From an optimization exercise on the open Yosys and OpenROAD flow, aimed at small area, a short achievable clock period and few clock cycles; shortcuts taken in it are not production practice.
No functional check of the RTL was part of any run shown here.
Power is estimated from default activity; no workload was simulated.

<file path="config.mk">
export PLATFORM = sky130hd
export DESIGN_NAME = polyline_uniform_resampler
export DESIGN_NICKNAME = polyline_uniform_resampler
export VERILOG_FILES = /design/flow/design.v
export SDC_FILE = /design/flow/constraint.sdc
export NUM_CORES = 4
export LEC_CHECK = 0
export ABC_CLOCK_PERIOD_IN_PS = 3000
export CAP_MARGIN = 20
export CORE_MARGIN = 2
export CORE_UTILIZATION = 40
export SLEW_MARGIN = 20
export TNS_END_PERCENT = 100
</file>
<file path="constraint.sdc">
create_clock -name core_clock -period 11.0 [get_ports {clock}]
set_input_delay 2.2000 -clock core_clock [delete_from_list [all_inputs] [get_ports {clock}]]
set_output_delay 2.2000 -clock core_clock [all_outputs]
set_load 0.01 [all_outputs]
</file>
<file path="design.v">
`timescale 1ns / 1ps
package plr_pkg;
   localparam int MAX_PER_SEGMENT_DEF = 63;
   localparam int COORD_BITS_DEF      = 10;
   localparam int POINT_W   = 10;
   localparam int SAMPLE_W  = 18;
   localparam int FRAC_BITS = 8;
   localparam int REQ_DATA_W = 24;
   localparam int RSP_DATA_W = 40;
   localparam int RSP_USER_W = 2;
   localparam int USER_PATH_END = 0;
   localparam int USER_CLIPPED  = 1;
   localparam int  CSR_ADDR_W = 3;
   localparam int  CSR_DATA_W = 32;
   localparam logic CSR_IDX_SAMPLE_INTERVAL = 1'b0;
   localparam logic [7:0] SAMPLE_INTERVAL_RESET = 8'd5;
endpackage
`timescale 1ns / 1ps
module plr_div #(
   parameter int DW = 18,
   parameter int NW = 6
) (
   input  logic [NW-1:0] divisor,
   input  logic [NW-1:0] rem_in,
   input  logic [DW-1:0] dq_in,
   output logic [NW-1:0] rem_out,
   output logic [DW-1:0] dq_out
);
   logic [NW:0]   s1, s2a, s2b;
   logic [NW+1:0] d1, d2a, d2b;
   logic          b1, b2a, b2b;
   always_comb begin
      s1      = {rem_in, dq_in[DW-1]};
      d1      = {1'b0, s1} - {2'b00, divisor};
      b1      = !d1[NW+1];
      s2a     = {d1[NW-1:0], dq_in[DW-2]};
      s2b     = {s1[NW-1:0], dq_in[DW-2]};
      d2a     = {1'b0, s2a} - {2'b00, divisor};
      d2b     = {1'b0, s2b} - {2'b00, divisor};
      b2a     = !d2a[NW+1];
      b2b     = !d2b[NW+1];
      if (b1) begin
         rem_out = b2a ? NW'(d2a) : NW'(s2a);
         dq_out  = {dq_in[DW-3:0], 1'b1, b2a};
      end else begin
         rem_out = b2b ? NW'(d2b) : NW'(s2b);
         dq_out  = {dq_in[DW-3:0], 1'b0, b2b};
      end
   end
endmodule
module plr_csa6 #(
   parameter int W = 21
) (
   input  logic [W-1:0] r0,
   input  logic [W-1:0] r1,
   input  logic [W-1:0] r2,
   input  logic [W-1:0] r3,
   input  logic [W-1:0] r4,
   input  logic [W-1:0] r5,
   output logic [W-1:0] s,
   output logic [W-1:0] c
);
   logic [W-1:0] s1, c1, s2, c2, s3, c3;
   always_comb begin
      s1 = r0 ^ r1 ^ r2;
      c1 = W'({(r0 & r1) | (r0 & r2) | (r1 & r2), 1'b0});
      s2 = r3 ^ r4 ^ r5;
      c2 = W'({(r3 & r4) | (r3 & r5) | (r4 & r5), 1'b0});
      s3 = s1 ^ c1 ^ s2;
      c3 = W'({(s1 & c1) | (s1 & s2) | (c1 & s2), 1'b0});
      s  = s3 ^ c3 ^ c2;
      c  = W'({(s3 & c3) | (s3 & c2) | (c3 & c2), 1'b0});
   end
endmodule
`timescale 1ns / 1ps
module polyline_uniform_resampler #(
   parameter int MAX_PER_SEGMENT = plr_pkg::MAX_PER_SEGMENT_DEF,
   parameter int COORD_BITS      = plr_pkg::COORD_BITS_DEF
) (
   input  logic                           clock,
   input  logic                           reset,
   input  logic                           req_tvalid,
   output logic                           req_tready,
   input  logic [plr_pkg::REQ_DATA_W-1:0] req_tdata,   
   input  logic                           req_tlast,   
   output logic                           rsp_tvalid,
   input  logic                           rsp_tready,
   output logic [plr_pkg::RSP_DATA_W-1:0] rsp_tdata,   
   output logic                           rsp_tlast,   
   output logic [plr_pkg::RSP_USER_W-1:0] rsp_tuser,   
   input  logic                           psel,
   input  logic                           penable,
   input  logic                           pwrite,
   input  logic [plr_pkg::CSR_ADDR_W-1:0] paddr,
   input  logic [plr_pkg::CSR_DATA_W-1:0] pwdata,
   output logic [plr_pkg::CSR_DATA_W-1:0] prdata,
   output logic                           pready
);
   localparam int CW = 10;    
   localparam int LW = 21;    
   localparam int DW = 18;    
   localparam int NW = 6;     
   logic [7:0]  iv_ff;        
   logic [15:0] w_ff;         
   logic        rd_hi_ff;     
   logic        wpend_ff;     
   logic        csr_wr_iv;
   assign csr_wr_iv = psel && penable && pwrite && !paddr[2];
   assign pready    = 1'b1;
   assign prdata    = {24'd0, rd_hi_ff ? 8'd0 : iv_ff};
   typedef enum logic [1:0] {
      N1_IDLE = 2'd0,
      N1_SQ   = 2'd1,
      N1_DONE = 2'd2
   } n1_state_t;
   n1_state_t     n1_st_ff, n1_st_nx;
   logic          rdy_ff;                  
   logic          cur_v_ff, cur_v_nx;      
   logic [CW-1:0] cur_x_ff, cur_y_ff;
   logic          cur_fin_ff;
   logic [CW-1:0] prev_x_ff, prev_y_ff;
   logic          have_prev_ff, have_prev_nx;
   logic          wmode_ff, wmode_nx;      
   logic          wpend_nx;
   logic [4:0]    k1_ff;                   
   logic [CW-1:0] m1_x_ff, m1_y_ff;        
   logic          m1_nx_ff, m1_ny_ff;      
   logic          m1_fin_ff;
   logic          m1_zero_ff;              
   logic [CW-1:0] m1_bx_ff, m1_by_ff;      
   logic [LW-1:0] as_ff, ac_ff;            
   typedef enum logic [1:0] {
      N2_IDLE = 2'd0,
      N2_SRCH = 2'd1,
      N2_HAND = 2'd2
   } n2_state_t;
   n2_state_t     n2_st_ff;
   logic [2:0]    k2_ff;                   
   logic [LW+1:0] x_ff;                    
   logic [LW-1:0] c_ff;                    
   logic [6:0]    n_ff;                    
   logic [CW-1:0] m2_x_ff, m2_y_ff;
   logic          m2_nx_ff, m2_ny_ff, m2_fin_ff, m2_zero_ff;
   logic [CW-1:0] m2_bx_ff, m2_by_ff;
   logic          b_v_ff;                  
   logic          b_done_ff;               
   logic [3:0]    b_cnt_ff;                
   logic [CW-1:0] b_bx_ff, b_by_ff;
   logic [DW-1:0] b_dq_x_ff, b_dq_y_ff;
   logic [NW-1:0] b_rem_x_ff, b_rem_y_ff;
   logic [NW-1:0] b_num_ff;
   logic          b_clip_ff, b_fin_ff, b_nx_ff, b_ny_ff, b_skip_ff;
   logic          b_given_ff;              
   logic          o_v_ff;                  
   logic [DW-1:0] o_x_ff, o_y_ff;          
   logic          o_last_ff, o_end_ff, o_clip_ff;
   logic          c_fin_ff, c_clip_ff, c_nx_ff, c_ny_ff;
   logic [NW-1:0] c_left_ff;               
   logic [NW-1:0] c_num_ff;
   logic [DW-1:0] c_q_x_ff, c_q_y_ff;
   logic [NW-1:0] c_r_x_ff, c_r_y_ff;
   logic [NW-1:0] c_e_x_ff, c_e_y_ff;      
   logic          c_w_x_ff, c_w_y_ff;      
   logic          c_pend_ff;               
   logic          c_qv_ff;                 
   logic req_fire;
   logic n1_free;      
   logic n2_load;      
   logic n2_hand;      
   logic c_take;       
   logic c_qt;         
   logic c_qld;        
   logic b_free;       
   logic c_adv;        
   assign req_fire   = req_tvalid && rdy_ff;
   assign req_tready = rdy_ff;
   logic [CW:0]   dx_s, dy_s;
   logic          zero_len;
   logic [1:0]    dig_x, dig_y;
   logic [LW-1:0] sq_s, sq_c;
   assign dx_s     = {1'b0, cur_x_ff} - {1'b0, prev_x_ff};
   assign dy_s     = {1'b0, cur_y_ff} - {1'b0, prev_y_ff};
   assign zero_len = (cur_x_ff == prev_x_ff) && (cur_y_ff == prev_y_ff);
   always_comb begin
      dig_x = '0;
      dig_y = '0;
      for (int i = 0; i < 5; i++) begin
         if (k1_ff[i]) begin
            dig_x = dig_x | m1_x_ff[9-2*i -: 2];
            dig_y = dig_y | m1_y_ff[9-2*i -: 2];
         end
      end
   end
   plr_csa6 #(.W(LW)) u_csa (
      .r0 ({as_ff[LW-3:0], 2'b00}),
      .r1 ({ac_ff[LW-3:0], 2'b00}),
      .r2 (dig_x[1] ? LW'({m1_x_ff, 1'b0}) : LW'(0)),
      .r3 (dig_x[0] ? LW'(m1_x_ff) : LW'(0)),
      .r4 (dig_y[1] ? LW'({m1_y_ff, 1'b0}) : LW'(0)),
      .r5 (dig_y[0] ? LW'(m1_y_ff) : LW'(0)),
      .s  (sq_s),
      .c  (sq_c)
   );
   assign n1_free = cur_v_ff && !wpend_ff && !wmode_ff
                    && ((n1_st_ff == N1_IDLE) || ((n1_st_ff == N1_DONE) && n2_load));
   always_comb begin
      n1_st_nx     = n1_st_ff;
      wmode_nx     = wmode_ff;
      wpend_nx     = wpend_ff || csr_wr_iv;
      have_prev_nx = have_prev_ff;
      cur_v_nx     = req_fire || (cur_v_ff && !n1_free);
      unique case (n1_st_ff)
         N1_IDLE: begin
            if (wpend_ff && (n2_st_ff == N2_IDLE)) begin
               wpend_nx = csr_wr_iv;
               wmode_nx = 1'b1;
               n1_st_nx = N1_SQ;
            end
         end
         N1_SQ: begin
            if (k1_ff[4]) n1_st_nx = N1_DONE;
         end
         N1_DONE: begin
            if (wmode_ff) begin
               wmode_nx = 1'b0;
               n1_st_nx = N1_IDLE;
            end else if (n2_load) begin
               n1_st_nx = N1_IDLE;
            end
         end
         default: n1_st_nx = N1_IDLE;
      endcase
      if (n1_free) begin
         n1_st_nx = N1_IDLE;
         if (!have_prev_ff) begin
            have_prev_nx = !cur_fin_ff;
            if (cur_fin_ff) n1_st_nx = N1_DONE;
         end else begin
            if (cur_fin_ff) have_prev_nx = 1'b0;
            if (!zero_len) begin
               n1_st_nx = N1_SQ;
            end else if (cur_fin_ff) begin
               n1_st_nx = N1_DONE;
            end
         end
      end
   end
   logic          srch_ok;
   logic [LW+1:0] x_ok, x_no;
   logic [LW-1:0] c_ok;
   logic [LW-1:0] wb;                      
   logic [LW-1:0] wb_top;                  
   logic [4:0]    bl_m, bl_w;              
   logic [6:0]    ks_t;
   logic [2:0]    ks;                      
   logic          ks_none;                 
   logic [2:0]    m1_ks_ff;
   logic          m1_none_ff;
   logic [NW-1:0] n_num;
   logic          n2_free;
   logic [LW-1:0] l2_sum;
   logic          n2_skip;
   assign srch_ok = !x_ff[LW+1] && (x_ff[LW:0] >= {1'b0, wb});
   assign x_ok    = x_ff - {2'b00, c_ff[LW-1:1]} - {wb, 1'b0};
   assign x_no    = x_ff + {2'b00, c_ff[LW-1:1]};
   assign c_ok    = {1'b0, c_ff[LW-1:1]} + wb;
   assign wb_top  = LW'({w_ff, 12'd0} >> {3'd6 - m1_ks_ff, 1'b0});
   always_comb begin
      bl_m = '0;
      for (int i = 0; i < CW; i++) if (m1_x_ff[i] || m1_y_ff[i]) bl_m = 5'(i + 1);
      bl_w = '0;
      for (int i = 0; i < 16; i++) if (w_ff[i]) bl_w = 5'(i + 1);
      ks_t    = 7'({bl_m, 1'b1}) - 7'(bl_w);
      ks_none = ks_t[6];
      ks      = (ks_t[5:1] >= 5'd6) ? 3'd6 : ks_t[3:1];
   end
   assign n_num   = n_ff[6] ? NW'(MAX_PER_SEGMENT) : n_ff[NW-1:0];
   assign l2_sum  = as_ff + ac_ff;
   assign n2_hand = (n2_st_ff == N2_HAND) && (!b_v_ff || c_qt) && ((n_num != '0) || m2_fin_ff);
   assign n2_free = (n2_st_ff == N2_IDLE)
                    || ((n2_st_ff == N2_HAND) && (!b_v_ff || c_qt || ((n_num == '0) && !m2_fin_ff)));
   assign n2_load = (n1_st_ff == N1_DONE) && !wmode_ff && n2_free;
   logic [DW-1:0] b_dq_x_nx, b_dq_y_nx;
   logic [NW-1:0] b_rem_x_nx, b_rem_y_nx;
   logic          short_div;
   plr_div #(.DW(DW), .NW(NW)) u_div_x (
      .divisor (b_num_ff),
      .rem_in  (b_rem_x_ff),
      .dq_in   (b_dq_x_ff),
      .rem_out (b_rem_x_nx),
      .dq_out  (b_dq_x_nx)
   );
   plr_div #(.DW(DW), .NW(NW)) u_div_y (
      .divisor (b_num_ff),
      .rem_in  (b_rem_y_ff),
      .dq_in   (b_dq_y_ff),
      .rem_out (b_rem_y_nx),
      .dq_out  (b_dq_y_nx)
   );
   assign short_div = (w_ff[15:10] == 6'd0) || n_ff[6];
   assign n2_skip   = (n_num == '0) && !m2_zero_ff;
   logic          c_last_now;
   logic [NW-1:0] c_left_nx;
   logic [NW:0]   ex_sum, ey_sum;
   logic          ex_wrap, ey_wrap;
   logic [NW+1:0] ex_dif, ey_dif;
   logic [DW-1:0] step_x, step_y;
   assign c_last_now = (c_left_ff == '0);
   assign c_take     = b_v_ff && !b_given_ff && !c_pend_ff && (!o_v_ff || (rsp_tready && c_last_now));
   assign c_qt       = b_v_ff && b_given_ff && b_done_ff && !c_qv_ff;
   assign c_qld      = (c_take && b_done_ff) || c_qt;
   assign b_free     = c_qld;
   assign c_adv      = c_qv_ff && ((o_v_ff && rsp_tready && !c_last_now) || c_pend_ff);
   assign c_left_nx  = c_left_ff - NW'(1);
   assign ex_sum  = {1'b0, c_e_x_ff} + {1'b0, c_r_x_ff};
   assign ey_sum  = {1'b0, c_e_y_ff} + {1'b0, c_r_y_ff};
   assign ex_dif  = {1'b0, ex_sum} - {2'b00, c_num_ff};
   assign ey_dif  = {1'b0, ey_sum} - {2'b00, c_num_ff};
   assign ex_wrap = !ex_dif[NW+1];
   assign ey_wrap = !ey_dif[NW+1];
   assign step_x  = o_x_ff + (c_q_x_ff ^ {DW{c_nx_ff}}) + DW'(c_w_x_ff ^ c_nx_ff);
   assign step_y  = o_y_ff + (c_q_y_ff ^ {DW{c_ny_ff}}) + DW'(c_w_y_ff ^ c_ny_ff);
   always_ff @(posedge clock) begin
      rd_hi_ff <= paddr[2];
      if (reset) begin
         iv_ff <= plr_pkg::SAMPLE_INTERVAL_RESET;
         w_ff  <= 16'd25;
      end else begin
         if (csr_wr_iv) iv_ff <= pwdata[7:0];
         if (wmode_ff && (n1_st_ff == N1_DONE)) w_ff <= l2_sum[15:0];
      end
      if (reset) begin
         n1_st_ff     <= N1_IDLE;
         rdy_ff       <= 1'b0;
         cur_v_ff     <= 1'b0;
         have_prev_ff <= 1'b0;
         wmode_ff     <= 1'b0;
         wpend_ff     <= 1'b0;
      end else begin
         n1_st_ff     <= n1_st_nx;
         rdy_ff       <= !cur_v_nx || ((n1_st_nx == N1_IDLE) && !wpend_nx);
         cur_v_ff     <= cur_v_nx;
         have_prev_ff <= have_prev_nx;
         wmode_ff     <= wmode_nx;
         wpend_ff     <= wpend_nx;
      end
      if (req_fire) begin
         cur_x_ff   <= req_tdata[CW-1:0];
         cur_y_ff   <= req_tdata[2*CW-1:CW];
         cur_fin_ff <= req_tlast;
      end
      if (n1_free) begin
         prev_x_ff  <= cur_x_ff;
         prev_y_ff  <= cur_y_ff;
         m1_x_ff    <= dx_s[CW] ? CW'(-dx_s) : dx_s[CW-1:0];
         m1_y_ff    <= dy_s[CW] ? CW'(-dy_s) : dy_s[CW-1:0];
         m1_nx_ff   <= dx_s[CW];
         m1_ny_ff   <= dy_s[CW];
         m1_fin_ff  <= cur_fin_ff;
         m1_zero_ff <= !have_prev_ff || zero_len;
         m1_bx_ff   <= (!have_prev_ff || zero_len) ? cur_x_ff : prev_x_ff;
         m1_by_ff   <= (!have_prev_ff || zero_len) ? cur_y_ff : prev_y_ff;
         k1_ff      <= 5'd1;
         as_ff      <= '0;
         ac_ff      <= '0;
      end else if ((n1_st_ff == N1_IDLE) && wpend_ff && (n2_st_ff == N2_IDLE)) begin
         m1_x_ff    <= (iv_ff == 8'd0) ? CW'(1) : CW'(iv_ff);
         m1_y_ff    <= '0;
         k1_ff      <= 5'd1;
         as_ff      <= '0;
         ac_ff      <= '0;
      end else if (n1_st_ff == N1_SQ) begin
         m1_ks_ff   <= ks;
         m1_none_ff <= ks_none;
         k1_ff      <= {k1_ff[3:0], 1'b0};
         as_ff      <= sq_s;
         ac_ff      <= sq_c;
      end
      if (reset) begin
         n2_st_ff <= N2_IDLE;
      end else if (n2_load) begin
         n2_st_ff <= (m1_zero_ff || m1_none_ff) ? N2_HAND : N2_SRCH;
      end else if (n2_free) begin
         n2_st_ff <= N2_IDLE;
      end else if (n2_st_ff == N2_SRCH) begin
         if ((k2_ff == 3'd0) || ((k2_ff == 3'd6) && srch_ok)) n2_st_ff <= N2_HAND;
      end
      if (n2_load) begin
         x_ff      <= {2'b00, l2_sum};
         c_ff      <= '0;
         n_ff      <= '0;
         k2_ff     <= m1_ks_ff;
         wb        <= wb_top;
         m2_x_ff   <= m1_x_ff;
         m2_y_ff   <= m1_y_ff;
         m2_nx_ff  <= m1_nx_ff;
         m2_ny_ff  <= m1_ny_ff;
         m2_fin_ff <= m1_fin_ff;
         m2_zero_ff <= m1_zero_ff;
         m2_bx_ff  <= m1_bx_ff;
         m2_by_ff  <= m1_by_ff;
      end else if (n2_st_ff == N2_SRCH) begin
         k2_ff      <= k2_ff - 3'd1;
         wb         <= wb >> 2;
         c_ff       <= srch_ok ? c_ok : (c_ff >> 1);
         x_ff       <= srch_ok ? x_ok : x_no;
         n_ff[k2_ff] <= srch_ok;
      end
      if (reset) begin
         b_v_ff <= 1'b0;
      end else if (n2_hand) begin
         b_v_ff <= 1'b1;
      end else if (b_free) begin
         b_v_ff <= 1'b0;
      end
      if (n2_hand) begin
         b_given_ff <= 1'b0;
      end else if (c_take) begin
         b_given_ff <= 1'b1;
      end
      if (n2_hand) begin
         b_bx_ff   <= m2_bx_ff;
         b_by_ff   <= m2_by_ff;
         b_num_ff  <= n2_skip ? NW'(1) : n_num;
         b_skip_ff <= n2_skip;
         b_clip_ff <= n_ff[6];
         b_fin_ff  <= m2_fin_ff;
         b_nx_ff   <= m2_nx_ff;
         b_ny_ff   <= m2_ny_ff;
         if ((n_num == '0) && !n2_skip) begin
            b_done_ff <= 1'b1;
            b_cnt_ff  <= '0;
         end else if ((n_num == NW'(1)) || n2_skip) begin
            b_done_ff  <= 1'b1;
            b_cnt_ff   <= '0;
            b_rem_x_ff <= '0;
            b_rem_y_ff <= '0;
            b_dq_x_ff  <= {m2_x_ff, 8'd0};
            b_dq_y_ff  <= {m2_y_ff, 8'd0};
         end else if (short_div) begin
            b_done_ff  <= 1'b0;
            b_cnt_ff   <= 4'd7;
            b_rem_x_ff <= NW'(m2_x_ff[9:6]);
            b_rem_y_ff <= NW'(m2_y_ff[9:6]);
            b_dq_x_ff  <= {m2_x_ff[5:0], 12'd0};
            b_dq_y_ff  <= {m2_y_ff[5:0], 12'd0};
         end else begin
            b_done_ff  <= 1'b0;
            b_cnt_ff   <= 4'd9;
            b_rem_x_ff <= '0;
            b_rem_y_ff <= '0;
            b_dq_x_ff  <= {m2_x_ff, 8'd0};
            b_dq_y_ff  <= {m2_y_ff, 8'd0};
         end
      end else if (b_v_ff && !b_done_ff) begin
         b_rem_x_ff <= b_rem_x_nx;
         b_rem_y_ff <= b_rem_y_nx;
         b_dq_x_ff  <= b_dq_x_nx;
         b_dq_y_ff  <= b_dq_y_nx;
         b_cnt_ff   <= b_cnt_ff - 4'd1;
         if (b_cnt_ff == 4'd1) b_done_ff <= 1'b1;
      end
      if (reset) begin
         o_v_ff    <= 1'b0;
         c_pend_ff <= 1'b0;
      end else if (c_take) begin
         o_v_ff    <= !b_skip_ff;
         c_pend_ff <= b_skip_ff;
      end else if (c_adv) begin
         o_v_ff    <= 1'b1;
         c_pend_ff <= 1'b0;
      end else if (o_v_ff && rsp_tready) begin
         o_v_ff    <= 1'b0;
         c_pend_ff <= !c_last_now;
      end
      if (c_take) begin
         c_qv_ff <= b_done_ff;
      end else if (c_qt) begin
         c_qv_ff <= 1'b1;
      end
      if (c_qld) begin
         c_q_x_ff  <= b_dq_x_ff;
         c_q_y_ff  <= b_dq_y_ff;
         c_r_x_ff  <= b_rem_x_ff;
         c_r_y_ff  <= b_rem_y_ff;
         c_e_x_ff  <= b_rem_x_ff;
         c_e_y_ff  <= b_rem_y_ff;
         c_w_x_ff  <= 1'b0;
         c_w_y_ff  <= 1'b0;
      end else if (c_adv) begin
         c_w_x_ff  <= ex_wrap;
         c_w_y_ff  <= ey_wrap;
         c_e_x_ff  <= ex_wrap ? NW'(ex_dif) : NW'(ex_sum);
         c_e_y_ff  <= ey_wrap ? NW'(ey_dif) : NW'(ey_sum);
      end
      if (c_take) begin
         o_x_ff    <= {b_bx_ff, 8'd0};
         o_y_ff    <= {b_by_ff, 8'd0};
         o_last_ff <= (b_num_ff == '0) || ((b_num_ff == NW'(1)) && !b_fin_ff);
         o_end_ff  <= (b_num_ff == '0);
         o_clip_ff <= b_clip_ff && (b_num_ff != '0);
         c_left_ff <= b_num_ff + NW'(b_fin_ff) - NW'(1);
         c_num_ff  <= b_num_ff;
         c_fin_ff  <= b_fin_ff;
         c_clip_ff <= b_clip_ff;
         c_nx_ff   <= b_nx_ff;
         c_ny_ff   <= b_ny_ff;
      end else if (c_adv) begin
         o_x_ff    <= step_x;
         o_y_ff    <= step_y;
         o_last_ff <= (c_left_nx == '0);
         o_end_ff  <= c_fin_ff && (c_left_nx == '0);
         o_clip_ff <= c_clip_ff && !(c_fin_ff && (c_left_nx == '0));
         c_left_ff <= c_left_nx;
      end
   end
   assign rsp_tvalid = o_v_ff;
   assign rsp_tdata  = {4'd0, o_y_ff, o_x_ff};
   assign rsp_tlast  = o_last_ff;
   assign rsp_tuser  = {o_clip_ff, o_end_ff};
endmodule
</file>
<file path="flow/run.sh">
#!/bin/bash
# The standard layout, with timing repair aiming below the clock period so that the
# achieved period is as short as the repair can make it. Constraints are unchanged.
set -euo pipefail
bash standard.sh SETUP_SLACK_MARGIN=7.5 finish > standard.log 2>&1
</file>
<file path="standard.sh">
#!/bin/bash
# synth_recipe.tcl (not shown) runs the flow's synth.tcl, then flattens the netlist and writes it again
# the make line also repeats each setting of config.mk as NAME=value (left out here)
make -C /OpenROAD-flow-scripts/flow DESIGN_CONFIG=/design/flow/config.mk WORK_HOME=/design/flow/orfs CLKGATE_MAP_FILE= SYNTH_SCRIPT=/design/flow/synth_recipe.tcl "${@:-finish}"
</file>
==> results.json, run 1 <==
{
  "outcome": "complete, no violations",
  "fin_crit_ps": 3560,
  "syn-cell-area_sq_mm": 0.0316,
  "routedWlPerCell_um": 18.1,
  "die-area_sq_mm": 0.0812,
  "syn_inst": 3158,
  "crit_chain": "buf_2",
  "dp_slack_ps": 5610,
  "grt_pass1_vias": 22200,
  "skew_ps": 72.2,
  "final_cell_mix": "365 x nand2_1, 362 x edfxtp_1, 257 x ha_1, 223 x a21oi_1, 212 x nor2_1",
  "dieWidth_um": 285,
  "root_buffer": "clkbuf_16",
  "core_area_sq_mm": 0.0777,
  "cts_made_buffers": 57,
  "first_pass_iters": 7,
  "track_usage_pct": 19.1,
  "die-height_um": 285,
  "synth_ff_type": "edfxtp_1",
  "power_density_mw_per_mm2": 145,
  "drt_iter0_markers": 1626,
  "cp.arrival_ps": 1360,
  "syn_avg_cell_area_sq_um": 9.99,
  "worstMarginPinSlew_ps": 1120,
  "setup_tns_ps": 0,
  "drc_errors": 0,
  "synth_edf_count": 362,
  "cp_data_required_time_ps": 8800,
  "multi_input_area_sq_mm": 0.0170,
  "nFillCells": 7280,
  "grt_max_degree": 102,
  "grt_pass1_wl_um": 125000,
  "floorplan.initialDensity_pct": 40.6,
  "hold_path.class": "reg -> reg",
  "final_max_slew_viol_count": 0,
  "cts_tree": "done",
  "dr_total_vias": 23300,
  "worst-path-buf-inv": 1,
  "min_period_over_period_pct": 32.3,
  "cap_violations": 0,
  "antenna_left": 0,
  "critPathTopFamily": "flip-flops",
  "worst_path_max_delay_cell": "edfxtp_1",
  "antenna_found_initial": 1,
  "syn_to_final_growth_pct": 14.5,
  "max_slew_margin_pct": 25.2,
  "rsz0062_at_grt": "true",
  "power.switching_mw": 1.53,
  "final_common_cell": "nand2_1",
  "crit_fanout": 2,
  "pin_count": 145,
  "crit_path_start_kind": "flip-flop",
  "p_leak_nw": 14.5,
  "globalplace.congestion": 0.889,
  "crit_path_end_kind": "output port",
  "ys_types": 90,
  "synth-seq-area-share_pct": 42.7,
  "place.port_buffers": 85,
  "fin_nets": 3698,
  "synth_async_sr_flop_share_pct": 0,
  "fmax_ghz": 0.281,
  "finalHoldViolCount": 0,
  "grt_remaining_overflow": 0,
  "p_seq_share_pct": 40.9,
  "htree_levels": 2,
  "switching_share_pct": 29.2,
  "ir_worst_vdd_uv": 102,
  "insertion_delay_ps": 650,
  "drive_gt1_share_pct": 10.8,
  "clockBufferDepth": 3,
  "hpwl_um": 56800,
  "ys_ff_latch": 492,
  "yosys_warnings": 3,
  "combPwrFrac_pct": 20.5,
  "clkSinkCount": 492,
  "routed_via_density": 5.32,
  "register_area_sq_mm": 0.0135,
  "setup-violations-final": 0,
  "cts.clk_slew.worst_paths_ps": 60,
  "cp_slowest_stage_delay_ps": 510,
  "num_rows": 102,
  "pwr-share-clk_pct": 38.6,
  "critPathKind": "reg -> out",
  "internal_power_mw": 3.71,
  "antenna_cells": 0,
  "wl_um": 79300,
  "fin_ws_ps": 7440
}
-- sequential cells by signal, summed over array words and instances, names as in the netlist, 16 cells and up --
signal / count
o_y_ff: 18
as_ff: 21
wb: 21
c_ff: 20
b_dq_x_ff: 18
w_ff: 16
o_x_ff: 18
c_q_x_ff: 18
c_q_y_ff: 18
ac_ff: 19
x_ff: 23
b_dq_y_ff: 18
-- through the flow --
| stage | std cells | util, % | cell area (sq um) | hold WS (ps) | power [mW] |
|---|---|---|---|---|---|
| finish | 4379 | 46.5 | 36100 | 409 | 5.24 |
| global route | 4379 | 46.5 | 36100 | 423 | 5.50 |
| CTS | 4350 | 46.0 | 35700 | 411 | 5.25 |
| detailed placement | 4207 | 42.9 | 33400 | 405 | 3.20 |
| global placement | 4207 | 42.9 | 33400 | 402 | 3.19 |
| floorplan | 3185 | - | 31700 | 400 | 2.94 |
-- Yosys cell counts, types with 16 or more instances --
library cell / n / area share (%)
a211oi_1: 30 / 0.71
a21o_1: 46 / 1.1
a21oi_1: 228 / 3.6
a31oi_1: 36 / 0.71
and2_1: 61 / 1.2
and3_1: 18 / 0.36
buf_2: 18 / 0.29
buf_4: 36 / 0.86
clkbuf_1: 57 / 0.68
dfxtp_1: 130 / 8.2
edfxtp_1: 362 / 34
fa_1: 81 / 5.1
ha_1: 259 / 10
inv_1: 217 / 2.6
mux2_2: 33 / 1.2
mux2i_1: 48 / 1.5
nand2_1: 371 / 4.4
nand2b_1: 29 / 0.57
nand3_1: 66 / 1.0
nand4_1: 19 / 0.38
nor2_1: 214 / 2.5
nor2b_1: 43 / 0.85
nor3_1: 69 / 1.1
o211ai_1: 16 / 0.38
o21a_1: 24 / 0.57
o21ai_0: 165 / 2.6
or3_1: 21 / 0.42
xnor2_1: 89 / 2.5
xor2_1: 107 / 3.0
-- cell type report --
type	count	area share, %
Timing Repair inverter	4	0.114
Clock buffer	71	4.41
Inverter	222	2.44
Timing Repair Buffer	162	3.89
Tap cell	1040	3.60
Clock inverter	36	1.20
Multi-Input combinational cell	2352	46.9
Sequential cell	492	37.4
-- path summary, 6_finish.rpt --
kind | startpoint | endpoint | slack [ps] | depth (start not counted)
setup / recovery | o_y_ff[8]$_DFFE_PP_ | rsp_tdata[26] | 7440 | 1
hold / removal | m2_bx_ff[2]$_DFFE_PP_ | b_bx_ff[2]$_DFFE_PP_ | 410 | 0
setup reg to reg | m1_x_ff[6]$_DFFE_PP_ | as_ff[6]$_SDFFE_PP0P_ | 7580 | 11
hold reg to reg | m2_bx_ff[2]$_DFFE_PP_ | b_bx_ff[2]$_DFFE_PP_ | 410 | 0
-- logic make-up after synthesis --
group / share of synthesized area, %
fa+ha+maj: 15.4
other cells: 0.0238
buf+inv: 4.69
simple gates: 14.3
compound gates: 14.8
xor+xnor: 5.44
mux: 2.70
flops: 42.7
-- power groups by stage --
stage / logic (mW) / clock network, mW / registers [mW]
6_report: 1.07 / 2.03 / 2.14
5_1_grt: 1.20 / 2.14 / 2.15
4_1_cts: 1.03 / 2.08 / 2.14
3_5_place_dp: 1.01 / 0 / 2.18
3_3_place_gp: 1.00 / 0 / 2.18
2_1_floorplan: 0.790 / 0 / 2.15
-- metal layers --
layer | up-vias | track usage, % | routed length (um)
met3 | 106 | 2.71 | 3790
met1 | 11100 | 28.0 | 39000
met5 | - | 0 | 11
li1 | 11500 | - | -
met4 | 2 | 4.96 | 1740
met2 | 544 | 29.7 | 34800
-- timing repair --
item / in CTS / in global routing
buffers inserted: 32 / 26
hold buffers: 0 / 0
cloned: 4 / 3
resized for setup: 219 / 61
endpoints found under the setup margin: 274 / 81
pin swaps: 2 / 11
==> run 2, diff against run 1 <==
--- a/config.mk
+++ b/config.mk
@@ -9,5 +9,7 @@
 export CAP_MARGIN = 20
 export CORE_MARGIN = 2
 export CORE_UTILIZATION = 40
+export CTS_CLUSTER_DIAMETER = 60
+export CTS_CLUSTER_SIZE = 30
 export SLEW_MARGIN = 20
 export TNS_END_PERCENT = 100
==> results.json, run 2 <==
{
  "drive_gt1_share_pct": 10.6,
  "insertion_delay_ps": 640,
  "ir_worst_vdd_uv": 91.9,
  "dieWidth_um": 285,
  "max_slew_margin_pct": 23.8,
  "ys_top_cells_by_area": "edfxtp_1 34%, ha_1 10%, dfxtp_1 8.2%, fa_1 5.1%, nand2_1 4.4%",
  "syn_avg_cell_area_sq_um": 9.99,
  "fin_nets": 3687,
  "syn_to_final_growth_pct": 14.0,
  "skew_ps": 41.8,
  "worst-path-buf-inv": 1,
  "multi_input_area_sq_mm": 0.0170,
  "synth_async_sr_flop_share_pct": 0,
  "power_density_mw_per_mm2": 142,
  "final_max_slew_viol_count": 0,
  "grt_max_degree": 102,
  "track_usage_pct": 19.0,
  "pin_count": 145,
  "register_area_sq_mm": 0.0135,
  "syn_inst": 3158,
  "clkSinkCount": 492,
  "synth_edf_count": 362,
  "antenna_found_initial": 2,
  "cp_slowest_stage_delay_ps": 520,
  "grt_pass1_wl_um": 124000,
  "yosysTopAreaCell": "edfxtp_1",
  "htree_levels": 2,
  "synth_ff_type": "edfxtp_1",
  "yosys_warnings": 3,
  "dr_total_vias": 23200,
  "crit_chain": "buf_2",
  "top_register": "x_ff",
  "crit_path_end_kind": "output port",
  "outcome": "complete, no violations",
  "cts_made_buffers": 48,
  "placed_cells": 4207,
  "grt_pass1_vias": 22000,
  "final_cells": 4362,
  "yosysMostFrequentCell": "nand2_1",
  "rsz0062_at_grt": "true",
  "critPathKind": "reg -> out",
  "fmax_ghz": 0.281,
  "routed_via_density": 5.32,
  "nFillCells": 7289,
  "finalPower_mw": 5.12,
  "postLayoutCellArea_sq_mm": 0.0360,
  "die-height_um": 285,
  "yosys-top-cells-count": "371 x nand2_1, 362 x edfxtp_1, 259 x ha_1",
  "ys_ff_latch": 492,
  "crit_fanout": 3,
  "cp_data_required_time_ps": 8800,
  "critPathTopFamily": "flip-flops",
  "hold_path.class": "reg -> reg",
  "post-route-util_pct": 46.3,
  "hpwl_um": 56800,
  "floorplan.initialDensity_pct": 40.6,
  "cp.arrival_ps": 1360,
  "syn-cell-area_sq_mm": 0.0316,
  "final_common_cell": "nand2_1",
  "worstMarginPinSlew_ps": 1140,
  "p_leak_nw": 14.4,
  "crit_path_start_kind": "flip-flop",
  "antenna_left": 0,
  "routedWlPerCell_um": 18.0,
  "min_period_over_period_pct": 32.3,
  "ys_types": 90,
  "clockBufferDepth": 3,
  "setup-violations-final": 0,
  "root_buffer": "clkbuf_16",
  "cts_tree": "done",
  "fin_crit_ps": 3560,
  "largestRegisters": "x_ff (23), as_ff (21), wb (21)",
  "globalplace.congestion": 0.889,
  "place.port_buffers": 85,
  "setup_tns_ps": 0,
  "num_rows": 102,
  "grt_remaining_overflow": 0,
  "placed_cell_area_sq_mm": 0.0334,
  "cap_violations": 0,
  "wl_um": 78700,
  "synth_top_area_share_pct": 34.4,
  "largest_reg_flops": 23,
  "drt_iter0_markers": 1602,
  "drc_errors": 0,
  "fin_ws_ps": 7440,
  "final_cell_mix": "364 x nand2_1, 362 x edfxtp_1, 257 x ha_1, 224 x a21oi_1, 212 x nor2_1",
  "synth-seq-area-share_pct": 42.7,
  "whs_ps": 394,
  "holdBufCountCts": 0,
  "finalHoldViolCount": 0,
  "dp_slack_ps": 5610,
  "die-area_sq_mm": 0.0812,
  "first_pass_iters": 5,
  "core_area_sq_mm": 0.0777,
  "worst_path_max_delay_cell": "edfxtp_1",
  "cts.clk_slew.worst_paths_ps": 90
}
[run 2: cell counts after synthesis]
Identical to the previous run, type by type.
[run 2: area by class of cell]
cell class | instances | share of cell area (%)
Antenna cell | 2 | 0.0139
Clock buffer | 49 | 3.35
Clock inverter | 41 | 1.91
Inverter | 222 | 2.45
Multi-Input combinational cell | 2351 | 47.1
Sequential cell | 492 | 37.5
Tap cell | 1040 | 3.62
Timing Repair Buffer | 163 | 3.91
Timing Repair inverter | 2 | 0.0661
[run 2: cells by family (layout without fill, tap and decap cells)]
logic type      count (synthesis)  count (layout)  synth area share, %
flops                         492             492                 42.7
simple gates                  970             970                 14.3
other cells                     2              31               0.0238
fa+ha+maj                     340             340                 15.4
mux                            81              81                 2.70
buf+inv                       343             477                 4.69
compound gates                734             735                 14.8
xor+xnor                      196             196                 5.44
[run 2: path summary, 6_finish.rpt]
path,start,to,slack [ps],depth (start not counted)
max reg2reg,x_ff[8]$_DFFE_PP_,x_ff[17]$_DFFE_PP_,7640,11
max,o_y_ff[8]$_DFFE_PP_,rsp_tdata[26],7440,1
min reg2reg,m2_by_ff[1]$_DFFE_PP_,b_by_ff[1]$_DFFE_PP_,390,0
min,m2_by_ff[1]$_DFFE_PP_,b_by_ff[1]$_DFFE_PP_,390,0
[run 2: layer usage]
layer	share of wire (%)	vias up	global-route usage, %
li1	-	11500	-
met1	49	11000	27.9
met5	0	-	0
met2	44	525	29.4
met3	5.0	109	2.54
met4	2.2	0	5.09
[run 2: timing repair]
action | in CTS | in global routing
cloned | 3 | 1
gates resized for setup | 217 | 57
buffers inserted | 34 | 25
endpoints found under the setup margin | 271 | 103
pin swaps | 3 | 9
[run 2: report_power, final]
group	leakage [nW]	total [mW]	internal (mW)	switching, mW
sequential	4.40	2.14	2.06	0.0764
clock	0.904	1.92	0.942	0.979
combinational	9.13	1.06	0.439	0.621
total	14.4	5.12	3.44	1.68
==> run 3, diff against run 2 <==
==> flow/run.sh (replaced) <==
#!/bin/bash
# The standard layout, with timing repair aiming below the clock period so that the
# achieved period is as short as the repair can make it. Constraints are unchanged.
set -euo pipefail
bash standard.sh SETUP_SLACK_MARGIN=8.0 finish > standard.log 2>&1
==> results.json, run 3 <==
{
  "outcome": "complete, no violations",
  "grt_max_degree": 66,
  "top_register": "x_ff",
  "largest_reg_flops": 23,
  "wl_um": 84900,
  "core_area_sq_mm": 0.0777,
  "synth_top_area_share_pct": 34.4,
  "dr_total_vias": 24200,
  "worst_path_max_delay_cell": "edfxtp_1",
  "routed_via_density": 5.36,
  "routedWlPerCell_um": 18.8,
  "ir_worst_vdd_uv": 133,
  "skew_ps": 31.3,
  "syn_to_final_growth_pct": 23.2,
  "critPathTopFamily": "flip-flops",
  "num_rows": 102,
  "yosysTopAreaCell": "edfxtp_1",
  "root_buffer": "clkbuf_16",
  "final_max_slew_viol_count": 0,
  "worstMarginPinSlew_ps": 953,
  "crit_path_end_kind": "output port",
  "antenna_cells": 0,
  "largestRegisters": "x_ff (23), as_ff (21), wb (21)",
  "hpwl_um": 56600,
  "synth-xor-area-share_pct": 5.44,
  "crit_fanout": 2,
  "dieWidth_um": 285,
  "synth_ff_type": "edfxtp_1",
  "clkSinkCount": 492,
  "final_common_cell": "edfxtp_1",
  "yosys_warnings": 3,
  "r2r_slack_ps": 7770,
  "cts_made_buffers": 51,
  "cp_data_required_time_ps": 8800,
  "syn_inst": 3158,
  "synth_async_sr_flop_share_pct": 0,
  "synth_compound_area_share_pct": 14.8,
  "clockBufferDepth": 3,
  "setup_tns_ps": 0,
  "p_leak_nw": 15.6,
  "pin_count": 145,
  "die-height_um": 285,
  "crit_path_start_kind": "flip-flop",
  "ys_ff_latch": 492,
  "cts_tree": "done",
  "rsz0062_at_grt": "true",
  "grt_remaining_overflow": 0,
  "cp_slowest_stage_delay_ps": 510,
  "worst-path-buf-inv": 1,
  "globalplace.congestion": 0.883,
  "fmax_ghz": 0.283,
  "cts.clk_slew.worst_paths_ps": 90,
  "synth-seq-area-share_pct": 42.7,
  "synth-simple-area-share_pct": 14.3,
  "holdBufCountCts": 0,
  "yosys-top-cells-count": "371 x nand2_1, 362 x edfxtp_1, 259 x ha_1",
  "synth_top_family_by_area": "adder cells",
  "final_cell_mix": "362 x edfxtp_1, 351 x nand2_1, 231 x ha_1, 209 x nor2_1, 195 x a21oi_1",
  "antenna_found_initial": 0,
  "register_area_sq_mm": 0.0136,
  "drive_gt1_share_pct": 21.9,
  "power_density_mw_per_mm2": 139,
  "cp.arrival_ps": 1330,
  "crit_chain": "buf_2",
  "fin_crit_ps": 3530,
  "synth_mux_area_share_pct": 2.70,
  "floorplan.initialDensity_pct": 40.6,
  "grt_pass1_vias": 23000,
  "drt_iter0_markers": 1874,
  "critPathKind": "reg -> out",
  "die-area_sq_mm": 0.0812,
  "syn-cell-area_sq_mm": 0.0316,
  "cap_violations": 0,
  "yosysMostFrequentCell": "nand2_1",
  "insertion_delay_ps": 640,
  "synthAdderAreaFrac_pct": 15.4,
  "ys_types": 90,
  "synth_edf_count": 362,
  "multi_input_area_sq_mm": 0.0182,
  "hold_path.class": "reg -> reg",
  "ys_top_cells_by_area": "edfxtp_1 34%, ha_1 10%, dfxtp_1 8.2%, fa_1 5.1%, nand2_1 4.4%",
  "htree_levels": 2,
  "max_slew_margin_pct": 36.5,
  "nFillCells": 6962,
  "finalPower_mw": 5.40,
  "track_usage_pct": 20.1,
  "drc_errors": 0,
  "place.port_buffers": 85,
  "syn_avg_cell_area_sq_um": 9.99,
  "fin_nets": 3845,
  "antenna_left": 0,
  "min_period_over_period_pct": 32.1,
  "setup-violations-final": 0,
  "grt_pass1_wl_um": 130000,
  "finalHoldViolCount": 0,
  "first_pass_iters": 7
}
-- run 3: cell types whose count changed in the layout (fill, tap and decap cells not counted), sizes merged --
cell	delta
nand2	+5
clkinv	-4
clkdlybuf4s15	-9
inv	+11
buf	+157
bufinv	-1
clkbuf	+6
and2	+1
dlygate4sd2	-5
diode	-2
-- run 3: layout make-up --
class                           count  share of cell area, %
Clock buffer                       51                   3.28
Clock inverter                     45                   1.68
Inverter                          222                   2.29
Multi-Input combinational cell   2357                   46.8
Sequential cell                   492                   34.9
Tap cell                         1040                   3.35
Timing Repair Buffer              310                   7.56
Timing Repair inverter              4                  0.145
-- run 3: cells by family after synthesis --
logic type                 count (synthesis)
and+or+nand+nor                          970
muxes                                     81
buffers and inverters                    343
other                                      2
xor gates and xnor gates                 196
AOI/OAI and AO/OA                        734
adders and majority gates                340
DFF                                      492
-- run 3: worst paths after layout --
path / startpoint / endpoint / cells after the start
setup / recovery: o_y_ff[8]$_DFFE_PP_ / rsp_tdata[26] / 1
hold / removal: m1_fin_ff$_DFFE_PP_ / m2_fin_ff$_DFFE_PP_ / 0
setup reg to reg: m1_x_ff[6]$_DFFE_PP_ / as_ff[5]$_SDFFE_PP0P_ / 11
hold reg to reg: m1_fin_ff$_DFFE_PP_ / m2_fin_ff$_DFFE_PP_ / 0
-- run 3: metal layers --
layer	up-vias	share of wire [%]	global-route usage (%)
li1	11800	-	-
met1	11600	48	29.5
met2	626	45	31.1
met3	103	5.4	2.66
met4	0	2.3	5.32
met5	-	0	0
-- run 3: through the flow --
stage	hold slack (ps)	util, %	instance area (sq um)	setup WS [ps]	instances
5_1_grt	424	50.0	38900	7420	4521
2_1_floorplan	400	-	31900	7500	3185
3_5_place_dp	405	43.0	33500	5510	4207
3_3_place_gp	404	43.0	33500	5530	4207
6_report	411	50.0	38900	7470	4521
4_1_cts	416	47.9	37300	7400	4447
-- run 3: power breakdown --
group | switching, mW | total (mW) | internal (mW)
clock | 0.995 | 1.96 | 0.966
sequential | 0.0741 | 2.14 | 2.07
combinational | 0.714 | 1.30 | 0.585
total | 1.78 | 5.40 | 3.62
-- run 3: timing repair --
action / 4_1_cts / 5_1_grt
gates resized for setup: 482 / 231
buffers inserted: 132 / 67
setup endpoints to repair: 489 / 276
pin swaps: 126 / 139
cloned: 12 / 7
==> run 4, diff against run 3 <==
==> flow/run.sh (replaced) <==
#!/bin/bash
# The standard layout, with timing repair aiming below the clock period so that the
# achieved period is as short as the repair can make it, and plain buffers on the ports.
# Constraints are unchanged.
set -euo pipefail
bash standard.sh SETUP_SLACK_MARGIN=8.0 "BUFFER_PORTS_ARGS=-buffer_cell sky130_fd_sc_hd__buf_4" finish > standard.log 2>&1
==> results.json, run 4 <==
{
  "core_area_sq_mm": 0.0777,
  "drive_gt1_share_pct": 23.0,
  "r2r_cells": 11,
  "grt_pass1_wl_um": 131000,
  "antenna_left": 0,
  "die-height_um": 285,
  "ir_worst_vdd_uv": 103,
  "finalPower_mw": 5.40,
  "num_rows": 102,
  "htree_levels": 2,
  "hold_path.class": "reg -> reg",
  "track_usage_pct": 20.2,
  "cts_made_buffers": 49,
  "cap_violations": 0,
  "grt_remaining_overflow": 0,
  "hold_depth": 0,
  "globalplace.congestion": 0.847,
  "pin_count": 145,
  "root_buffer": "clkbuf_16",
  "drc_errors": 0,
  "syn_avg_cell_area_sq_um": 9.99,
  "syn_to_final_growth_pct": 23.4,
  "insertion_delay_ps": 630,
  "ys_types": 90,
  "critPathKind": "reg -> out",
  "crit_fanout": 2,
  "largest_reg_flops": 23,
  "setup-violations-final": 0,
  "drt_iter0_markers": 1662,
  "cp.arrival_ps": 1310,
  "dr_total_vias": 24200,
  "crit_path_end_kind": "output port",
  "yosys_warnings": 3,
  "worstMarginPinSlew_ps": 993,
  "worst_path_max_delay_cell": "edfxtp_1",
  "fin_nets": 3842,
  "nFillCells": 7006,
  "final_common_cell": "edfxtp_1",
  "cts.clk_slew.worst_paths_ps": 90,
  "min_period_over_period_pct": 31.9,
  "clockBufferDepth": 3,
  "cp.depth": 1,
  "synth_top_area_share_pct": 34.4,
  "wl_um": 85100,
  "ys_ff_latch": 492,
  "synth-seq-area-share_pct": 42.7,
  "cp_data_required_time_ps": 8800,
  "power_density_mw_per_mm2": 139,
  "grt_max_degree": 66,
  "final_max_slew_viol_count": 0,
  "crit_path_start_kind": "flip-flop",
  "largestRegisters": "x_ff (23), as_ff (21), wb (21)",
  "rsz0062_at_grt": "true",
  "fmax_ghz": 0.285,
  "first_pass_iters": 5,
  "dieWidth_um": 285,
  "ys_top_cells_by_area": "edfxtp_1 34%, ha_1 10%, dfxtp_1 8.2%, fa_1 5.1%, nand2_1 4.4%",
  "holdBufCountCts": 0,
  "synth_ff_type": "edfxtp_1",
  "max_slew_margin_pct": 33.8,
  "routedWlPerCell_um": 18.8,
  "floorplan.initialDensity_pct": 40.6,
  "place.port_buffers": 85,
  "die-area_sq_mm": 0.0812,
  "clkSinkCount": 492,
  "cts_tree": "done",
  "routed_via_density": 5.35,
  "antenna_cells": 0,
  "crit_chain": "buf_6",
  "grt_pass1_vias": 23100,
  "final_cell_mix": "362 x edfxtp_1, 350 x nand2_1, 232 x ha_1, 219 x buf_4, 209 x nor2_1",
  "worst-path-buf-inv": 1,
  "yosysMostFrequentCell": "nand2_1",
  "outcome": "complete, no violations",
  "synth_async_sr_flop_share_pct": 0,
  "fin_crit_ps": 3510,
  "skew_ps": 33.6,
  "p_leak_nw": 15.6,
  "synth_edf_count": 362,
  "antenna_found_initial": 0,
  "syn_inst": 3158,
  "cp_slowest_stage_delay_ps": 500,
  "finalHoldViolCount": 0,
  "yosysTopAreaCell": "edfxtp_1",
  "setup_tns_ps": 0,
  "yosys-top-cells-count": "371 x nand2_1, 362 x edfxtp_1, 259 x ha_1",
  "top_register": "x_ff",
  "critPathTopFamily": "flip-flops",
  "syn-cell-area_sq_mm": 0.0316,
  "hpwl_um": 56400
}
## run 4: logic make-up (layout without fill, tap and decap cells)
logic type	Yosys count	in the layout	synth area share, %
xor+xnor	196	196	5.44
other cells	2	29	0.0238
mux	81	81	2.70
fa+ha+maj	340	340	15.4
flops	492	492	42.7
simple gates	970	975	14.3
buf+inv	343	628	4.69
compound gates	734	734	14.8
## run 4: power breakdown
part           leakage, nW  internal, mW  switching, mW
Combinational         10.3         0.602          0.728
Sequential            4.41          2.07         0.0743
Clock                0.911         0.955          0.974
Total                 15.6          3.62           1.78
## run 4: cell type report
type	count	area [sq um]	share of cell area (%)
timing repair inverter	4	48.8	0.125
clock buffer	50	1230	3.16
multi-input combinational	2355	18300	47.0
clock inverter	41	697	1.79
inverter	222	886	2.27
timing repair buffer	311	2930	7.52
sequential	492	13600	34.8
tap	1040	1300	3.34
## run 4: routing by layer
metal	global-route usage, %	share of wire, %	vias up
met2	31.2	45	626
met4	5.59	2.4	0
met3	3.09	5.7	128
li1	-	-	11800
met1	29.5	47	11600
met5	0	0	-
## run 4: worst paths after layout
path | slack (ps) | end | start
hold reg to reg | 420 | m2_bx_ff[2]$_DFFE_PP_ | m1_bx_ff[2]$_DFFE_PP_
setup / recovery | 7490 | rsp_tdata[34] | o_y_ff[16]$_DFFE_PP_
setup reg to reg | 7730 | as_ff[6]$_SDFFE_PP0P_ | m1_y_ff[7]$_SDFFCE_PN0P_
hold / removal | 420 | m2_bx_ff[2]$_DFFE_PP_ | m1_bx_ff[2]$_DFFE_PP_
## run 4: timing repair
action,4_1_cts,5_1_grt
setup endpoints to repair,563,261
cloned,13,1
pin swaps,130,146
resized for setup,288,231
setup buffers,145,61
## run 4: through the flow
step / area (sq um) / utilization (%) / hold WS (ps) / worst slack (ps) / cells
3_3_place_gp: 33200 / 42.7 / 402 / 6070 / 4204
3_5_place_dp: 33200 / 42.7 / 405 / 6090 / 4204
6_report: 38900 / 50.1 / 418 / 7490 / 4515
2_1_floorplan: 31900 / - / 400 / 7500 / 3185
5_1_grt: 38900 / 50.1 / 430 / 7460 / 4515
4_1_cts: 37500 / 48.3 / 417 / 7450 / 4453
==> run 5, diff against run 4 <==
--- a/design.v
+++ b/design.v
@@ -136,8 +136,9 @@
    } n2_state_t;
    n2_state_t     n2_st_ff;
    logic [2:0]    k2_ff;                   
-   logic [LW+1:0] x_ff;                    
+   logic [LW+1:0] d_ff;                    
    logic [LW-1:0] c_ff;                    
+   logic          first_ff;                
    logic [6:0]    n_ff;                    
    logic [CW-1:0] m2_x_ff, m2_y_ff;
    logic          m2_nx_ff, m2_ny_ff, m2_fin_ff, m2_zero_ff;
@@ -245,9 +246,10 @@
          end
       end
    end
-   logic          srch_ok;
-   logic [LW+1:0] x_ok, x_no;
-   logic [LW-1:0] c_ok;
+   logic          d_pos;
+   logic [LW+1:0] d_nx;
+   logic [LW:0]   c_nx;
+   logic [6:0]    n_fin;                   
    logic [LW-1:0] wb;                      
    logic [LW-1:0] wb_top;                  
    logic [4:0]    bl_m, bl_w;              
@@ -260,10 +262,10 @@
    logic          n2_free;
    logic [LW-1:0] l2_sum;
    logic          n2_skip;
-   assign srch_ok = !x_ff[LW+1] && (x_ff[LW:0] >= {1'b0, wb});
-   assign x_ok    = x_ff - {2'b00, c_ff[LW-1:1]} - {wb, 1'b0};
-   assign x_no    = x_ff + {2'b00, c_ff[LW-1:1]};
-   assign c_ok    = {1'b0, c_ff[LW-1:1]} + wb;
+   assign d_pos = !d_ff[LW+1];
+   assign d_nx  = d_ff + ({2'b00, c_ff} ^ {(LW+2){d_pos}}) + {2'b11, ~wb} + (LW+2)'(d_pos) + (LW+2)'(1);
+   assign c_nx  = {2'b00, c_ff[LW-1:1]} + ({1'b0, wb} ^ {(LW+1){!d_pos}}) + (LW+1)'(!d_pos);
+   assign n_fin = {n_ff[6:1], d_pos};
    assign wb_top  = LW'({w_ff, 12'd0} >> {3'd6 - m1_ks_ff, 1'b0});
    always_comb begin
       bl_m = '0;
@@ -274,7 +276,7 @@
       ks_none = ks_t[6];
       ks      = (ks_t[5:1] >= 5'd6) ? 3'd6 : ks_t[3:1];
    end
-   assign n_num   = n_ff[6] ? NW'(MAX_PER_SEGMENT) : n_ff[NW-1:0];
+   assign n_num   = n_fin[6] ? NW'(MAX_PER_SEGMENT) : n_fin[NW-1:0];
    assign l2_sum  = as_ff + ac_ff;
    assign n2_hand = (n2_st_ff == N2_HAND) && (!b_v_ff || c_qt) && ((n_num != '0) || m2_fin_ff);
    assign n2_free = (n2_st_ff == N2_IDLE)
@@ -383,10 +385,11 @@
       end else if (n2_free) begin
          n2_st_ff <= N2_IDLE;
       end else if (n2_st_ff == N2_SRCH) begin
-         if ((k2_ff == 3'd0) || ((k2_ff == 3'd6) && srch_ok)) n2_st_ff <= N2_HAND;
+         if (k2_ff == 3'd0) n2_st_ff <= N2_HAND;
       end
       if (n2_load) begin
-         x_ff      <= {2'b00, l2_sum};
+         d_ff      <= (m1_zero_ff || m1_none_ff) ? '1 : {2'b00, l2_sum};
+         first_ff  <= 1'b1;
          c_ff      <= '0;
          n_ff      <= '0;
          k2_ff     <= m1_ks_ff;
@@ -402,9 +405,10 @@
       end else if (n2_st_ff == N2_SRCH) begin
          k2_ff      <= k2_ff - 3'd1;
          wb         <= wb >> 2;
-         c_ff       <= srch_ok ? c_ok : (c_ff >> 1);
-         x_ff       <= srch_ok ? x_ok : x_no;
-         n_ff[k2_ff] <= srch_ok;
+         first_ff   <= 1'b0;
+         c_ff       <= LW'(c_nx);
+         d_ff       <= d_nx;
+         if (!first_ff) n_ff[k2_ff + 3'd1] <= d_pos;
       end
       if (reset) begin
          b_v_ff <= 1'b0;
==> flow/run.sh (replaced) <==
#!/bin/bash
# The standard layout, with timing repair aiming below the clock period so that the
# achieved period is as short as the repair can make it. Constraints are unchanged.
set -euo pipefail
bash standard.sh SETUP_SLACK_MARGIN=7.5 finish > standard.log 2>&1
==> results.json, run 5 <==
{
  "ys_types": 80,
  "syn-cell-area_sq_mm": 0.0297,
  "place.port_buffers": 85,
  "final_max_slew_viol_count": 0,
  "first_pass_iters": 6,
  "antenna_cells": 0,
  "postLayoutCellArea_sq_mm": 0.0342,
  "synth_ff_type": "edfxtp_1",
  "globalplace.congestion": 0.877,
  "ys_top_cells_by_area": "edfxtp_1 37%, ha_1 8.9%, dfxtp_1 8.7%, fa_1 5.6%, nand2_1 4.8%",
  "routed_via_density": 5.30,
  "grt_remaining_overflow": 0,
  "crit_fanout": 6,
  "top_register": "d_ff",
  "grtUsageMet1_pct": 25.1,
  "syn_to_final_growth_pct": 15.4,
  "critPathKind": "reg -> reg",
  "worstMarginPinSlew_ps": 1030,
  "synth_top_area_share_pct": 36.8,
  "final_cell_mix": "368 x nand2_1, 364 x edfxtp_1, 229 x a21oi_1, 214 x inv_1, 205 x ha_1",
  "drc_errors": 0,
  "yosysTopAreaCell": "edfxtp_1",
  "insertion_delay_ps": 610,
  "synth-seq-area-share_pct": 45.5,
  "fin_crit_ps": 3820,
  "cap_violations": 0,
  "nFillCells": 6773,
  "ir_worst_vdd_uv": 132,
  "grt_max_degree": 74,
  "rsz0062_at_grt": "true",
  "worst_path_max_delay_cell": "fa_1",
  "clockBufferDepth": 3,
  "p_leak_nw": 13.8,
  "cp_data_required_time_ps": 11290,
  "min_period_over_period_pct": 34.8,
  "yosys_warnings": 3,
  "num_rows": 99,
  "cp.arrival_ps": 4120,
  "grtUsageMet3_pct": 2.37,
  "synth_async_sr_flop_share_pct": 0,
  "antenna_found_initial": 1,
  "yosys-top-cells-count": "383 x nand2_1, 364 x edfxtp_1, 241 x a21oi_1",
  "die-height_um": 276,
  "cts.clk_slew.worst_paths_ps": 90,
  "power_density_mw_per_mm2": 138,
  "setup-violations-final": 0,
  "antenna_left": 0,
  "track_usage_pct": 18.6,
  "htree_levels": 2,
  "crit_path_end_kind": "flip-flop",
  "skew_ps": 34.7,
  "cts_made_buffers": 40,
  "synth_edf_count": 364,
  "floorplan.initialDensity_pct": 40.5,
  "cts_tree": "done",
  "fin_nets": 3440,
  "syn_avg_cell_area_sq_um": 10.1,
  "dr_total_vias": 21600,
  "fmax_ghz": 0.262,
  "finalHoldViolCount": 0,
  "hpwl_um": 50500,
  "wl_um": 72100,
  "pin_count": 145,
  "outcome": "complete, no violations",
  "routedWlPerCell_um": 17.7,
  "clkSinkCount": 493,
  "cp_slowest_stage_delay_ps": 520,
  "hold_path.class": "reg -> reg",
  "yosysMostFrequentCell": "nand2_1",
  "largest_reg_flops": 23,
  "core_area_sq_mm": 0.0732,
  "placed_cell_area_sq_mm": 0.0315,
  "dieWidth_um": 276,
  "grt_pass1_wl_um": 116000,
  "globalRoute.busiestLayer": "met2",
  "final_common_cell": "nand2_1",
  "drt_iter0_markers": 1673,
  "die-area_sq_mm": 0.0764,
  "setup_tns_ps": 0,
  "ys_ff_latch": 493,
  "crit_chain": "buf_12 -> buf_12 -> buf_6 -> xor2_2 -> fa_1 -> inv_2 -> ha_4 -> a211oi_4 -> o21ai_2 -> a21oi_2 -> nor4_4 -> buf_4 -> o2111ai_2 -> nand2_1 -> o31a_1 -> xnor2_1 -> a22oi_1",
  "syn_inst": 2931,
  "crit_path_start_kind": "flip-flop",
  "drive_gt1_share_pct": 12.2,
  "critPathMostFrequentCell": "buf_12",
  "root_buffer": "clkbuf_16",
  "grt_pass1_vias": 21500,
  "max_slew_margin_pct": 31.6,
  "grt_util_met2_pct": 31.0
}
-- run 5: cell types whose count changed after synthesis, moves of 13 or more --
cell      change
xor2_1       +28
clkbuf_1     +26
nor3_1       -13
a211oi_1     -20
nand3_1      -15
buf_2        -18
ha_1         -47
mux2_2       -17
mux2i_1      -19
nor2_1       -35
a21oi_1      +13
-- run 5: layout make-up --
class	instances	area (sq um)	area share, %
inverter	226	881	2.57
clock inverter	29	397	1.16
multi-input combinational	2115	15400	44.9
timing repair inverter	2	18.8	0.0548
timing repair buffer	200	1770	5.18
sequential	493	13600	39.6
clock buffer	45	1050	3.07
tap	959	1200	3.50
-- run 5: kinds of logic after synthesis --
family	Yosys count	share of synthesized area [%]
other	2	0.0253
XOR/XNOR	227	6.70
flip-flops	493	45.5
AO/OA/AOI/OAI	648	13.4
adder cells (fa/ha/maj)	295	14.5
AND/OR/NAND/NOR	870	13.3
buffers and inverters	350	4.87
multiplexers	46	1.62
-- run 5: critical path: cells and delay by family, from the launching register on --
family                   cells  cell delay, ps
buffers and inverters        5             640
AO/OA/AOI/OAI                6            1230
XOR/XNOR                     2             320
AND/OR/NAND/NOR              2             160
adder cells (fa/ha/maj)      2             750
flip-flops                   1             430
-- run 5: final timing paths --
check,startpoint,endpoint,slack [ps],cells past startpoint
setup / recovery,d_ff[22]$_DFFE_PP_,d_ff[20]$_DFFE_PP_,7180,17
setup reg to reg,d_ff[22]$_DFFE_PP_,d_ff[20]$_DFFE_PP_,7180,17
hold / removal,m1_by_ff[4]$_DFFE_PP_,m2_by_ff[4]$_DFFE_PN_,420,0
hold reg to reg,m1_by_ff[4]$_DFFE_PP_,m2_by_ff[4]$_DFFE_PN_,420,0
-- run 5: routing by layer --
| metal | vias up | part of all wire, % |
|---|---|---|
| met4 | 0 | 3.0 |
| met3 | 127 | 4.3 |
| met1 | 10400 | 45 |
| li1 | 10500 | - |
| met2 | 491 | 47 |
| met5 | - | 0 |
-- run 5: metrics by stage --
step                utilization, %  setup slack, ps  std cells  power [mW]  hold WS [ps]
global route                  46.8             7020       4069        4.97           433
detailed placement            43.1             5820       3896        3.07           405
CTS                           46.2             7170       4035        4.74           412
floorplan                        -             7290       2958        2.86           400
global placement              43.1             5840       3896        3.05           406
finish                        46.8             7180       4069        4.74           420
-- run 5: power breakdown --
part,internal (mW),switching (mW)
clock,0.781,0.817
combinational,0.437,0.557
sequential,2.08,0.0661
total,3.30,1.44
-- run 5: repair_timing --
action                     in CTS  in global routing
resized for setup             221                 70
cloned                          5                  0
setup endpoints to repair     279                 81
pin swaps                      30                 35
hold buffers                    0                  0
setup buffers                  60                 34

[separate check: timing with driven ports]
The flow's constraints put no driver on any port. The routed layouts listed below were extracted and timed again, unchanged, in two steps. Step 1 sets driving cells, clkbuf_16 on the clock port and buf_2 on the other inputs (assumed; they add their load-dependent delay and slew). Step 2, shift: input delay + t, output delay - t, t = (earliest + latest rising clock arrival at the registers) / 2. This alone moves slack from input paths to output paths. Three values: no drivers, after step 1, after step 2; two values: the first two.
run	t (ns)	setup slack, ns	hold slack, ns	worst data-port slew with drivers (ns)
run 1	0.680	7.442 / 7.373 / 6.919	0.409 / 0.409 / 0.409	0.04
run 2	0.684	7.445 / 7.379 / 7.016	0.394 / 0.394 / 0.394	0.04
run 3	0.688	7.466 / 7.401 / 7.263	0.411 / 0.411 / 0.411	0.04
run 4	0.675	7.491 / 7.427 / 7.231	0.418 / 0.418 / 0.418	0.07
run 5	0.649	7.177 / 7.177 / 6.971	0.420 / 0.420 / 0.420	0.08
After both steps setup and hold are still met in every run listed. The setup slack of run 1, which loses most, moves by -0.069 ns with the drivers and by -0.523 ns with both steps.
